This is an optimization exercise on Yosys and OpenROAD, whose aim is small area, a short achievable clock period and few clock cycles per item, not a production implementation.
Only simulation tests tie the RTL to the original design; equivalence was not proved.
No activity file was given, so power comes from the tool's default toggle rates.

==> xenon: inputs <==
// l2_coh_top
module l2_coh_top #(
    parameter bit COMB_D = 1'b1    
) (
    input  logic                             clk_i,
    input  logic                             rst_ni,
    input  logic [43:0]                      a_req_i,
    input  logic                             a_valid_i,
    output logic                             a_ready_o,
    output logic [39:0]                      b_probe_o,
    output logic                             b_valid_o,
    input  logic                             b_ready_i,
    input  logic [2:0]                       c_opcode_i,
    input  logic [5:0]                       c_source_i,
    input  logic                             c_valid_i,
    output logic                             c_ready_o,
    output logic [11:0]                      d_grant_o,
    output logic                             d_valid_o,
    input  logic                             d_ready_i,
    input  logic                             e_valid_i
);
==> flow/config.mk <==
export PLATFORM = sky130hd
export DESIGN_NAME = l2_coh_top
export DESIGN_NICKNAME = l2_coh_top
export VERILOG_FILES = /design/flow/design.v
export SDC_FILE = /design/flow/constraint.sdc
export NUM_CORES = 4
export LEC_CHECK = 0
export CAP_MARGIN = 20
export CORE_MARGIN = 2
export CORE_UTILIZATION = 55
export CTS_CLUSTER_DIAMETER = 60
export CTS_CLUSTER_SIZE = 30
export PLACE_DENSITY = 0.7
export SETUP_SLACK_MARGIN = 3.5
export SLEW_MARGIN = 20
==> flow/constraint.sdc <==
create_clock -name core_clock -period 7.0 [get_ports {clk_i}]
set_input_delay 1.4000 -clock core_clock [delete_from_list [all_inputs] [get_ports {clk_i}]]
set_output_delay 1.4000 -clock core_clock [all_outputs]
set_load 0.01 [all_outputs]
standard.sh (not shown) runs the stock make flow with config.mk's settings and CLKGATE_MAP_FILE= SYNTH_SCRIPT=/design/flow/synth_recipe.tcl, a recipe that flattens the netlist after the stock synthesis.
==> flow/flow/run.sh <==
#!/bin/bash
# The standard layout, with the port buffers made of plain buffers
# (buf_4) instead of the delay cells buffer_ports picks by default.
set -euo pipefail
export BUFFER_PORTS_ARGS="-buffer_cell sky130_fd_sc_hd__buf_4"
bash standard.sh finish > standard.log 2>&1
==> cedar: changes against xenon <==
--- a/flow/design.v
+++ b/flow/design.v
@@ -190,44 +190,54 @@
     logic        cur_popc_q, cur_ppar_q;
     logic [21:0] cur_wtag_q;
     logic [3:0]  cur_wsh_q;
     logic        cur_wown_q;
     logic        cur_blk_q, cur_ntob_q;
     logic [5:0]  cur_src_q;
+    logic [3:0]  lk_tgt_q;      
+    logic        g_blk_q, g_ntob_q;
+    logic [5:0]  g_src_q;
     logic [1:0]  rr_q, rr_eff;
+    logic        wr_go_q;
+    logic [3:0]  w_set_q;
+    logic [1:0]  w_way_q;
+    logic [21:0] w_tag_q;
+    logic [3:0]  w_sh_q;
+    logic        w_own_q;
+    logic        w_evict_q;
     logic [1:0]  lk_way;
     logic        lk_evict;
     logic [3:0]  lk_targets;
     logic [21:0] lk_ptag;
     logic        lk_popc, lk_ppar;
     logic [3:0]  lk_wsh;
     logic        lk_wown;
     logic        wr_pend;
     logic        a_fire, b_fire, d_fire;
     logic        load;
     logic [1:0]  dest;
-    logic [3:0]  b_oh, ack_oh, send_n, pend_n, send_d, pend_d;
+    logic [3:0]  b_oh, ack_oh, send_n, pend_n, send_d, pend_d, lk_tgt_d, b_src;
     logic        probes_done;
     logic [3:0]  acc_tgt;
     logic [1:0]  st_n;
     logic        row_ok_d, lk_d;
     logic        ar_idle_q, ar_wait_q;    
     logic        bl_idle_q, bl_wait_q;    
     logic        bp_q;                    
     logic        gr_q;                    
     logic        lv_any_q;                
     logic [1:0]  lv_id_q;                 
-    assign wr_pend = (st_q == PROBE) || (st_q == GRANT);
+    assign wr_pend = (st_q == PROBE) || (st_q == GRANT) || wr_go_q;
     l2_dir_store i_l2_dir_store (
         .clk_i, .rst_ni,
         .rd_set_i (a_req_i[9:6]),
         .rd_tag_o (rd_tag), .rd_sh_o (rd_sh), .rd_own_o (rd_own),
         .wr_pend_i(wr_pend),
-        .we_i     (d_fire),
-        .wr_set_i (cur_set_q), .wr_way_i (cur_way_q),
-        .wr_tag_i (cur_wtag_q), .wr_sh_i (cur_wsh_q), .wr_own_i (cur_wown_q)
+        .we_i     (wr_go_q),
+        .wr_set_i (w_set_q), .wr_way_i (w_way_q),
+        .wr_tag_i (w_tag_q), .wr_sh_i (w_sh_q), .wr_own_i (w_own_q)
     );
     always_ff @(posedge clk_i) begin
         rq_blk_q  <= a_req_i[43:41] == l2_coh_pkg::A_ACQUIRE_BLOCK;
         rq_perm_q <= a_req_i[43:41] == l2_coh_pkg::A_ACQUIRE_PERM;
         rq_ntob_q <= a_req_i[43:41] == l2_coh_pkg::A_ACQUIRE_BLOCK &&
                      a_req_i[40:38] == l2_coh_pkg::GROW_NTOB;
@@ -235,55 +245,59 @@
         rq_tag_q  <= a_req_i[31:10];
         rq_set_q  <= a_req_i[9:6];
         row_tag_q <= rd_tag;
         row_sh_q  <= rd_sh;
         row_own_q <= rd_own;
     end
-    assign rr_eff = (wr_pend && cur_evict_q) ? rr_q + 2'd1 : rr_q;
+    assign rr_eff = (wr_pend && w_evict_q) ? rr_q + 2'd1 : rr_q;
     l2_dir_lookup i_l2_dir_lookup (
         .tag_i (row_tag_q), .sh_i (row_sh_q), .own_i (row_own_q), .rr_i (rr_eff),
         .req_tag_i (rq_tag_q), .req_core_i (rq_src_q[5:4]),
         .ntob_i (rq_ntob_q), .perm_i (rq_perm_q),
         .way_o (lk_way), .evict_o (lk_evict), .targets_o (lk_targets),
         .ptag_o (lk_ptag), .popc_perm_o (lk_popc), .ppar_tob_o (lk_ppar),
         .wsh_o (lk_wsh), .wown_o (lk_wown)
     );
     assign a_ready_o = ar_idle_q || (ar_wait_q && e_valid_i);
     assign a_fire    = a_valid_i && a_ready_o;
-    assign load = row_ok_q && !lk_q && ((st_q == IDLE) || (st_q == WAIT_E) || d_fire);
-    assign dest      = send_q[0] ? 2'd0 : send_q[1] ? 2'd1 : send_q[2] ? 2'd2 : 2'd3;
+    assign load = row_ok_q && !lk_q && ((st_q != PROBE) || (send_q == 4'b0000));
+    assign b_src     = (st_q == PROBE) ? send_q : lk_tgt_q;
+    assign dest      = b_src[0] ? 2'd0 : b_src[1] ? 2'd1 : b_src[2] ? 2'd2 : 2'd3;
     assign b_valid_o = bp_q || (a_valid_i && (bl_idle_q || (bl_wait_q && e_valid_i)));
     assign b_probe_o = {cur_popc_q ? l2_coh_pkg::B_PROBE_PERM : l2_coh_pkg::B_PROBE_BLOCK,
                         cur_ppar_q ? l2_coh_pkg::CAP_TO_B : l2_coh_pkg::CAP_TO_N,
                         cur_ptag_q, cur_set_q, 6'd0, dest};
     assign b_fire    = b_valid_o && b_ready_i;
     assign b_oh      = b_fire ? (4'b0001 << dest) : 4'b0000;
     assign c_ready_o = 1'b1;
     assign ack_oh    = (c_valid_i && c_opcode_i == l2_coh_pkg::C_PROBE_ACK) ?
                        (4'b0001 << c_source_i[5:4]) : 4'b0000;
     assign send_n    = send_q & ~b_oh;
     assign pend_n    = pend_q & ~ack_oh;
-    assign send_d    = load ? lk_targets : send_n;
-    assign pend_d    = load ? lk_targets : pend_n;
+    assign send_d    = a_fire ? (acc_tgt & ~b_oh) : send_n;
+    assign pend_d    = a_fire ? acc_tgt : pend_n;
+    assign lk_tgt_d  = load ? lk_targets : lk_tgt_q;
     assign probes_done = (send_n == 4'b0000) && (pend_n == 4'b0000);
     assign d_valid_o = gr_q ||
                        (COMB_D && lv_any_q && c_valid_i && c_opcode_i == l2_coh_pkg::C_PROBE_ACK &&
                         c_source_i[5:4] == lv_id_q);
-    assign d_grant_o = {cur_blk_q ? l2_coh_pkg::D_GRANT_DATA : l2_coh_pkg::D_GRANT,
-                        cur_ntob_q ? l2_coh_pkg::CAP_TO_B : l2_coh_pkg::CAP_TO_T,
-                        cur_src_q};
+    assign d_grant_o = {g_blk_q ? l2_coh_pkg::D_GRANT_DATA : l2_coh_pkg::D_GRANT,
+                        g_ntob_q ? l2_coh_pkg::CAP_TO_B : l2_coh_pkg::CAP_TO_T,
+                        g_src_q};
     assign d_fire    = d_valid_o && d_ready_i;
-    assign acc_tgt = lk_q ? pend_q : lk_targets;
+    assign acc_tgt = lk_q ? lk_tgt_q : lk_targets;
     always_ff @(posedge clk_i or negedge rst_ni) begin
         if (!rst_ni) begin
             st_q     <= IDLE;
             row_ok_q <= 1'b0;
             lk_q     <= 1'b0;
             send_q   <= '0;
             pend_q   <= '0;
+            lk_tgt_q <= '0;
             rr_q     <= '0;
+            wr_go_q  <= 1'b0;
             ar_idle_q <= 1'b0;
             ar_wait_q <= 1'b0;
             bl_idle_q <= 1'b0;
             bl_wait_q <= 1'b0;
             bp_q     <= 1'b0;
             gr_q     <= 1'b0;
@@ -291,22 +305,24 @@
             lv_id_q  <= '0;
         end else begin
             row_ok_q <= row_ok_d;
             lk_q     <= lk_d;
             ar_idle_q <= row_ok_d && st_n == IDLE;
             ar_wait_q <= row_ok_d && st_n == WAIT_E;
-            bl_idle_q <= row_ok_d && st_n == IDLE && lk_d && send_d != 4'b0000;
-            bl_wait_q <= row_ok_d && st_n == WAIT_E && lk_d && send_d != 4'b0000;
+            bl_idle_q <= row_ok_d && st_n == IDLE && lk_d && lk_tgt_d != 4'b0000;
+            bl_wait_q <= row_ok_d && st_n == WAIT_E && lk_d && lk_tgt_d != 4'b0000;
             bp_q     <= st_n == PROBE && send_d != 4'b0000;
             gr_q     <= st_n == GRANT;
             lv_any_q <= st_n == PROBE && send_d == 4'b0000 &&
                         (pend_d == 4'b0001 || pend_d == 4'b0010 || pend_d == 4'b0100 || pend_d == 4'b1000);
             lv_id_q  <= {pend_d[3] | pend_d[2], pend_d[3] | pend_d[1]};
             send_q <= send_d;
             pend_q <= pend_d;
-            if (d_fire && cur_evict_q) begin
+            lk_tgt_q <= lk_tgt_d;
+            wr_go_q <= d_fire;
+            if (wr_go_q && w_evict_q) begin
                 rr_q <= rr_q + 2'd1;
             end
             st_q   <= st_n;
         end
     end
     always_comb begin
@@ -328,12 +344,37 @@
             end
         endcase
     end
     assign row_ok_d = a_valid_i && !a_fire;
     assign lk_d     = !a_fire && (lk_q || load);
     always_ff @(posedge clk_i) begin
+        if (a_fire) begin
+            if (lk_q) begin
+                w_set_q   <= cur_set_q;
+                w_way_q   <= cur_way_q;
+                w_tag_q   <= cur_wtag_q;
+                w_sh_q    <= cur_wsh_q;
+                w_own_q   <= cur_wown_q;
+                w_evict_q <= cur_evict_q;
+                g_blk_q   <= cur_blk_q;
+                g_ntob_q  <= cur_ntob_q;
+                g_src_q   <= cur_src_q;
+            end else begin
+                w_set_q   <= rq_set_q;
+                w_way_q   <= lk_way;
+                w_tag_q   <= rq_tag_q;
+                w_sh_q    <= lk_wsh;
+                w_own_q   <= lk_wown;
+                w_evict_q <= lk_evict;
+                g_blk_q   <= rq_blk_q;
+                g_ntob_q  <= rq_ntob_q;
+                g_src_q   <= rq_src_q;
+            end
+        end
+    end
+    always_ff @(posedge clk_i) begin
         if (load) begin
             cur_set_q   <= rq_set_q;
             cur_way_q   <= lk_way;
             cur_evict_q <= lk_evict;
             cur_ptag_q  <= lk_ptag;
             cur_popc_q  <= lk_popc;
==> flow/run.sh (new file) <==
#!/bin/bash
# synth_recipe.tcl (not shown) runs the flow's synth.tcl, then flattens the netlist and writes it again
# the make line also repeats each setting of config.mk as NAME=value (left out here)
make -C /OpenROAD-flow-scripts/flow DESIGN_CONFIG=/design/flow/config.mk WORK_HOME=/design/flow/orfs CLKGATE_MAP_FILE= SYNTH_SCRIPT=/design/flow/synth_recipe.tcl finish
- CORE_UTILIZATION: 55 -> 40
- PLACE_DENSITY: 0.7 -> 0.6
- SETUP_SLACK_MARGIN: 3.5 -> 3.4
removed: flow/flow/run.sh
removed: flow/standard.sh
==> juniper: changes against xenon <==
--- a/flow/design.v
+++ b/flow/design.v
@@ -190,44 +190,54 @@
     logic        cur_popc_q, cur_ppar_q;
     logic [21:0] cur_wtag_q;
     logic [3:0]  cur_wsh_q;
     logic        cur_wown_q;
     logic        cur_blk_q, cur_ntob_q;
     logic [5:0]  cur_src_q;
+    logic [3:0]  lk_tgt_q;      
+    logic        g_blk_q, g_ntob_q;
+    logic [5:0]  g_src_q;
     logic [1:0]  rr_q, rr_eff;
+    logic        wr_go_q;
+    logic [3:0]  w_set_q;
+    logic [1:0]  w_way_q;
+    logic [21:0] w_tag_q;
+    logic [3:0]  w_sh_q;
+    logic        w_own_q;
+    logic        w_evict_q;
     logic [1:0]  lk_way;
     logic        lk_evict;
     logic [3:0]  lk_targets;
     logic [21:0] lk_ptag;
     logic        lk_popc, lk_ppar;
     logic [3:0]  lk_wsh;
     logic        lk_wown;
     logic        wr_pend;
     logic        a_fire, b_fire, d_fire;
     logic        load;
     logic [1:0]  dest;
-    logic [3:0]  b_oh, ack_oh, send_n, pend_n, send_d, pend_d;
+    logic [3:0]  b_oh, ack_oh, send_n, pend_n, send_d, pend_d, lk_tgt_d, b_src;
     logic        probes_done;
     logic [3:0]  acc_tgt;
     logic [1:0]  st_n;
     logic        row_ok_d, lk_d;
     logic        ar_idle_q, ar_wait_q;    
     logic        bl_idle_q, bl_wait_q;    
     logic        bp_q;                    
     logic        gr_q;                    
     logic        lv_any_q;                
     logic [1:0]  lv_id_q;                 
-    assign wr_pend = (st_q == PROBE) || (st_q == GRANT);
+    assign wr_pend = (st_q == PROBE) || (st_q == GRANT) || wr_go_q;
     l2_dir_store i_l2_dir_store (
         .clk_i, .rst_ni,
         .rd_set_i (a_req_i[9:6]),
         .rd_tag_o (rd_tag), .rd_sh_o (rd_sh), .rd_own_o (rd_own),
         .wr_pend_i(wr_pend),
-        .we_i     (d_fire),
-        .wr_set_i (cur_set_q), .wr_way_i (cur_way_q),
-        .wr_tag_i (cur_wtag_q), .wr_sh_i (cur_wsh_q), .wr_own_i (cur_wown_q)
+        .we_i     (wr_go_q),
+        .wr_set_i (w_set_q), .wr_way_i (w_way_q),
+        .wr_tag_i (w_tag_q), .wr_sh_i (w_sh_q), .wr_own_i (w_own_q)
     );
     always_ff @(posedge clk_i) begin
         rq_blk_q  <= a_req_i[43:41] == l2_coh_pkg::A_ACQUIRE_BLOCK;
         rq_perm_q <= a_req_i[43:41] == l2_coh_pkg::A_ACQUIRE_PERM;
         rq_ntob_q <= a_req_i[43:41] == l2_coh_pkg::A_ACQUIRE_BLOCK &&
                      a_req_i[40:38] == l2_coh_pkg::GROW_NTOB;
@@ -235,55 +245,59 @@
         rq_tag_q  <= a_req_i[31:10];
         rq_set_q  <= a_req_i[9:6];
         row_tag_q <= rd_tag;
         row_sh_q  <= rd_sh;
         row_own_q <= rd_own;
     end
-    assign rr_eff = (wr_pend && cur_evict_q) ? rr_q + 2'd1 : rr_q;
+    assign rr_eff = (wr_pend && w_evict_q) ? rr_q + 2'd1 : rr_q;
     l2_dir_lookup i_l2_dir_lookup (
         .tag_i (row_tag_q), .sh_i (row_sh_q), .own_i (row_own_q), .rr_i (rr_eff),
         .req_tag_i (rq_tag_q), .req_core_i (rq_src_q[5:4]),
         .ntob_i (rq_ntob_q), .perm_i (rq_perm_q),
         .way_o (lk_way), .evict_o (lk_evict), .targets_o (lk_targets),
         .ptag_o (lk_ptag), .popc_perm_o (lk_popc), .ppar_tob_o (lk_ppar),
         .wsh_o (lk_wsh), .wown_o (lk_wown)
     );
     assign a_ready_o = ar_idle_q || (ar_wait_q && e_valid_i);
     assign a_fire    = a_valid_i && a_ready_o;
-    assign load = row_ok_q && !lk_q && ((st_q == IDLE) || (st_q == WAIT_E) || d_fire);
-    assign dest      = send_q[0] ? 2'd0 : send_q[1] ? 2'd1 : send_q[2] ? 2'd2 : 2'd3;
+    assign load = row_ok_q && !lk_q && ((st_q != PROBE) || (send_q == 4'b0000));
+    assign b_src     = (st_q == PROBE) ? send_q : lk_tgt_q;
+    assign dest      = b_src[0] ? 2'd0 : b_src[1] ? 2'd1 : b_src[2] ? 2'd2 : 2'd3;
     assign b_valid_o = bp_q || (a_valid_i && (bl_idle_q || (bl_wait_q && e_valid_i)));
     assign b_probe_o = {cur_popc_q ? l2_coh_pkg::B_PROBE_PERM : l2_coh_pkg::B_PROBE_BLOCK,
                         cur_ppar_q ? l2_coh_pkg::CAP_TO_B : l2_coh_pkg::CAP_TO_N,
                         cur_ptag_q, cur_set_q, 6'd0, dest};
     assign b_fire    = b_valid_o && b_ready_i;
     assign b_oh      = b_fire ? (4'b0001 << dest) : 4'b0000;
     assign c_ready_o = 1'b1;
     assign ack_oh    = (c_valid_i && c_opcode_i == l2_coh_pkg::C_PROBE_ACK) ?
                        (4'b0001 << c_source_i[5:4]) : 4'b0000;
     assign send_n    = send_q & ~b_oh;
     assign pend_n    = pend_q & ~ack_oh;
-    assign send_d    = load ? lk_targets : send_n;
-    assign pend_d    = load ? lk_targets : pend_n;
+    assign send_d    = a_fire ? (acc_tgt & ~b_oh) : send_n;
+    assign pend_d    = a_fire ? acc_tgt : pend_n;
+    assign lk_tgt_d  = load ? lk_targets : lk_tgt_q;
     assign probes_done = (send_n == 4'b0000) && (pend_n == 4'b0000);
     assign d_valid_o = gr_q ||
-                       (COMB_D && lv_any_q && c_valid_i && c_opcode_i == l2_coh_pkg::C_PROBE_ACK &&
-                        c_source_i[5:4] == lv_id_q);
-    assign d_grant_o = {cur_blk_q ? l2_coh_pkg::D_GRANT_DATA : l2_coh_pkg::D_GRANT,
-                        cur_ntob_q ? l2_coh_pkg::CAP_TO_B : l2_coh_pkg::CAP_TO_T,
-                        cur_src_q};
+                       (COMB_D && lv_any_q && c_valid_i && c_opcode_i[2] && !(c_opcode_i[1] || c_opcode_i[0]) &&
+                        !(c_source_i[5] ^ lv_id_q[1]) && !(c_source_i[4] ^ lv_id_q[0]));
+    assign d_grant_o = {g_blk_q ? l2_coh_pkg::D_GRANT_DATA : l2_coh_pkg::D_GRANT,
+                        g_ntob_q ? l2_coh_pkg::CAP_TO_B : l2_coh_pkg::CAP_TO_T,
+                        g_src_q};
     assign d_fire    = d_valid_o && d_ready_i;
-    assign acc_tgt = lk_q ? pend_q : lk_targets;
+    assign acc_tgt = lk_q ? lk_tgt_q : lk_targets;
     always_ff @(posedge clk_i or negedge rst_ni) begin
         if (!rst_ni) begin
             st_q     <= IDLE;
             row_ok_q <= 1'b0;
             lk_q     <= 1'b0;
             send_q   <= '0;
             pend_q   <= '0;
+            lk_tgt_q <= '0;
             rr_q     <= '0;
+            wr_go_q  <= 1'b0;
             ar_idle_q <= 1'b0;
             ar_wait_q <= 1'b0;
             bl_idle_q <= 1'b0;
             bl_wait_q <= 1'b0;
             bp_q     <= 1'b0;
             gr_q     <= 1'b0;
@@ -291,22 +305,24 @@
             lv_id_q  <= '0;
         end else begin
             row_ok_q <= row_ok_d;
             lk_q     <= lk_d;
             ar_idle_q <= row_ok_d && st_n == IDLE;
             ar_wait_q <= row_ok_d && st_n == WAIT_E;
-            bl_idle_q <= row_ok_d && st_n == IDLE && lk_d && send_d != 4'b0000;
-            bl_wait_q <= row_ok_d && st_n == WAIT_E && lk_d && send_d != 4'b0000;
+            bl_idle_q <= row_ok_d && st_n == IDLE && lk_d && lk_tgt_d != 4'b0000;
+            bl_wait_q <= row_ok_d && st_n == WAIT_E && lk_d && lk_tgt_d != 4'b0000;
             bp_q     <= st_n == PROBE && send_d != 4'b0000;
             gr_q     <= st_n == GRANT;
             lv_any_q <= st_n == PROBE && send_d == 4'b0000 &&
                         (pend_d == 4'b0001 || pend_d == 4'b0010 || pend_d == 4'b0100 || pend_d == 4'b1000);
             lv_id_q  <= {pend_d[3] | pend_d[2], pend_d[3] | pend_d[1]};
             send_q <= send_d;
             pend_q <= pend_d;
-            if (d_fire && cur_evict_q) begin
+            lk_tgt_q <= lk_tgt_d;
+            wr_go_q <= d_fire;
+            if (wr_go_q && w_evict_q) begin
                 rr_q <= rr_q + 2'd1;
             end
             st_q   <= st_n;
         end
     end
     always_comb begin
@@ -328,12 +344,37 @@
             end
         endcase
     end
     assign row_ok_d = a_valid_i && !a_fire;
     assign lk_d     = !a_fire && (lk_q || load);
     always_ff @(posedge clk_i) begin
+        if (a_fire) begin
+            if (lk_q) begin
+                w_set_q   <= cur_set_q;
+                w_way_q   <= cur_way_q;
+                w_tag_q   <= cur_wtag_q;
+                w_sh_q    <= cur_wsh_q;
+                w_own_q   <= cur_wown_q;
+                w_evict_q <= cur_evict_q;
+                g_blk_q   <= cur_blk_q;
+                g_ntob_q  <= cur_ntob_q;
+                g_src_q   <= cur_src_q;
+            end else begin
+                w_set_q   <= rq_set_q;
+                w_way_q   <= lk_way;
+                w_tag_q   <= rq_tag_q;
+                w_sh_q    <= lk_wsh;
+                w_own_q   <= lk_wown;
+                w_evict_q <= lk_evict;
+                g_blk_q   <= rq_blk_q;
+                g_ntob_q  <= rq_ntob_q;
+                g_src_q   <= rq_src_q;
+            end
+        end
+    end
+    always_ff @(posedge clk_i) begin
         if (load) begin
             cur_set_q   <= rq_set_q;
             cur_way_q   <= lk_way;
             cur_evict_q <= lk_evict;
             cur_ptag_q  <= lk_ptag;
             cur_popc_q  <= lk_popc;
==> flow/run.sh (new file) <==
#!/bin/bash
# synth_recipe.tcl (not shown) runs the flow's synth.tcl, then flattens the netlist and writes it again
# the make line also repeats each setting of config.mk as NAME=value (left out here)
make -C /OpenROAD-flow-scripts/flow DESIGN_CONFIG=/design/flow/config.mk WORK_HOME=/design/flow/orfs CLKGATE_MAP_FILE= SYNTH_SCRIPT=/design/flow/synth_recipe.tcl finish
- CORE_UTILIZATION: 55 -> 65
- PLACE_DENSITY: 0.7 -> 0.75
- SETUP_SLACK_MARGIN: 3.5 -> 3.45
removed: flow/flow/run.sh
removed: flow/standard.sh
==> run summary <==
quantity                                                                 xenon                   cedar                 juniper
Antenna violations before repair                                            10                       7                       3
Hold Path Sink                                          cur_src_q[2]$_DFFE_PP_  cur_set_q[1]$_DFFE_PP_  cur_set_q[2]$_DFFE_PP_
Final #Nets                                                               4720                    4673                    4740
Multi-In Gates                                                            2081                    2151                    2187
Via density per instance                                                  6.93                    6.22                    7.37
Via count of the first global-routing pass                               42700                   42500                   44900
Simple-gate share of the synthesized area                                4.32%                   4.34%                   4.49%
Number of cells after detailed placement                                  6070                    6939                    6015
CP required                                                            5.60 ns                 7.65 ns                 5.60 ns
Post-detail-place hpwl                                                  119 mm                  125 mm                  120 mm
Reg2Reg Launch Point                                     row_tag_q[67]$_DFF_P_   row_tag_q[29]$_DFF_P_     row_sh_q[9]$_DFF_P_
Number of DRC markers in iteration 0                                      7408                    6270                    7429
Maximum level of the CTS H-tree                                              3                       4                       4
CTS-repair resized insts                                                   116                      81                      71
Area occupied by multi-input gates                                   16800 µm²               17300 µm²               17400 µm²
Fraction of met3 tracks used by global routing                           8.27%                   3.98%                   10.1%
Met1 GRT Util                                                            47.0%                   33.6%                   52.7%
Area fraction in compound gates after synthesis                          11.4%                   11.2%                   11.2%
Result of the run                                     timing/DRC/antenna clean  timing/DRC/antenna clean  timing/DRC/antenna clean
Proportion of power drawn by combinational gates                         12.1%                   12.5%                   12.9%
Part of the cycle the worst path needs                                   51.6%                   53.6%                   51.1%
Portion of total power attributed to the clock network                   33.0%                   32.8%                   33.0%
Nonclk inv count                                                           101                      43                      53
Flip-flop and latch count after synthesis                                 1960                    2007                    2007
Testbench counts of xenon, summed over its fixed seeds: cycles 23,845, items 8,000.
Testbench counts of cedar, summed over its fixed seeds: cycles 23,845, items 8,000.
Testbench counts of juniper, summed over its fixed seeds: cycles 23,845, items 8,000.

## separate check: timing with driven ports
No port has a modelled driver above. Below, the same layouts with a new extraction and two added sets of constraints.
Step 1, drivers: a clkbuf_16 drives clk_i and a buf_2 each remaining input, both assumed.
Step 2 moves the port delays by t, midway between the first and last clock arrival at a register: inputs arrive t later, outputs are due t later. That takes back most of the time a late clock gives input paths.
Slacks: ideal / step 1 / step 2; pairs: ideal / step 1.
run	shift t [ns]	setup slack, ns	worst data-port slew with drivers (ns)	pins driven straight from the clock port
xenon	0.851	3.388 / 3.355 / 2.594	0.10	1
cedar	0.901	3.247 / 3.310 / 2.409	0.06	1
juniper	0.843	3.424 / 3.393 / 2.688	0.06	1
After both steps every run listed still meets setup and hold. For cedar, which loses most, drivers alone change the setup slack by +0.063 ns; drivers and shift together by -0.838 ns.
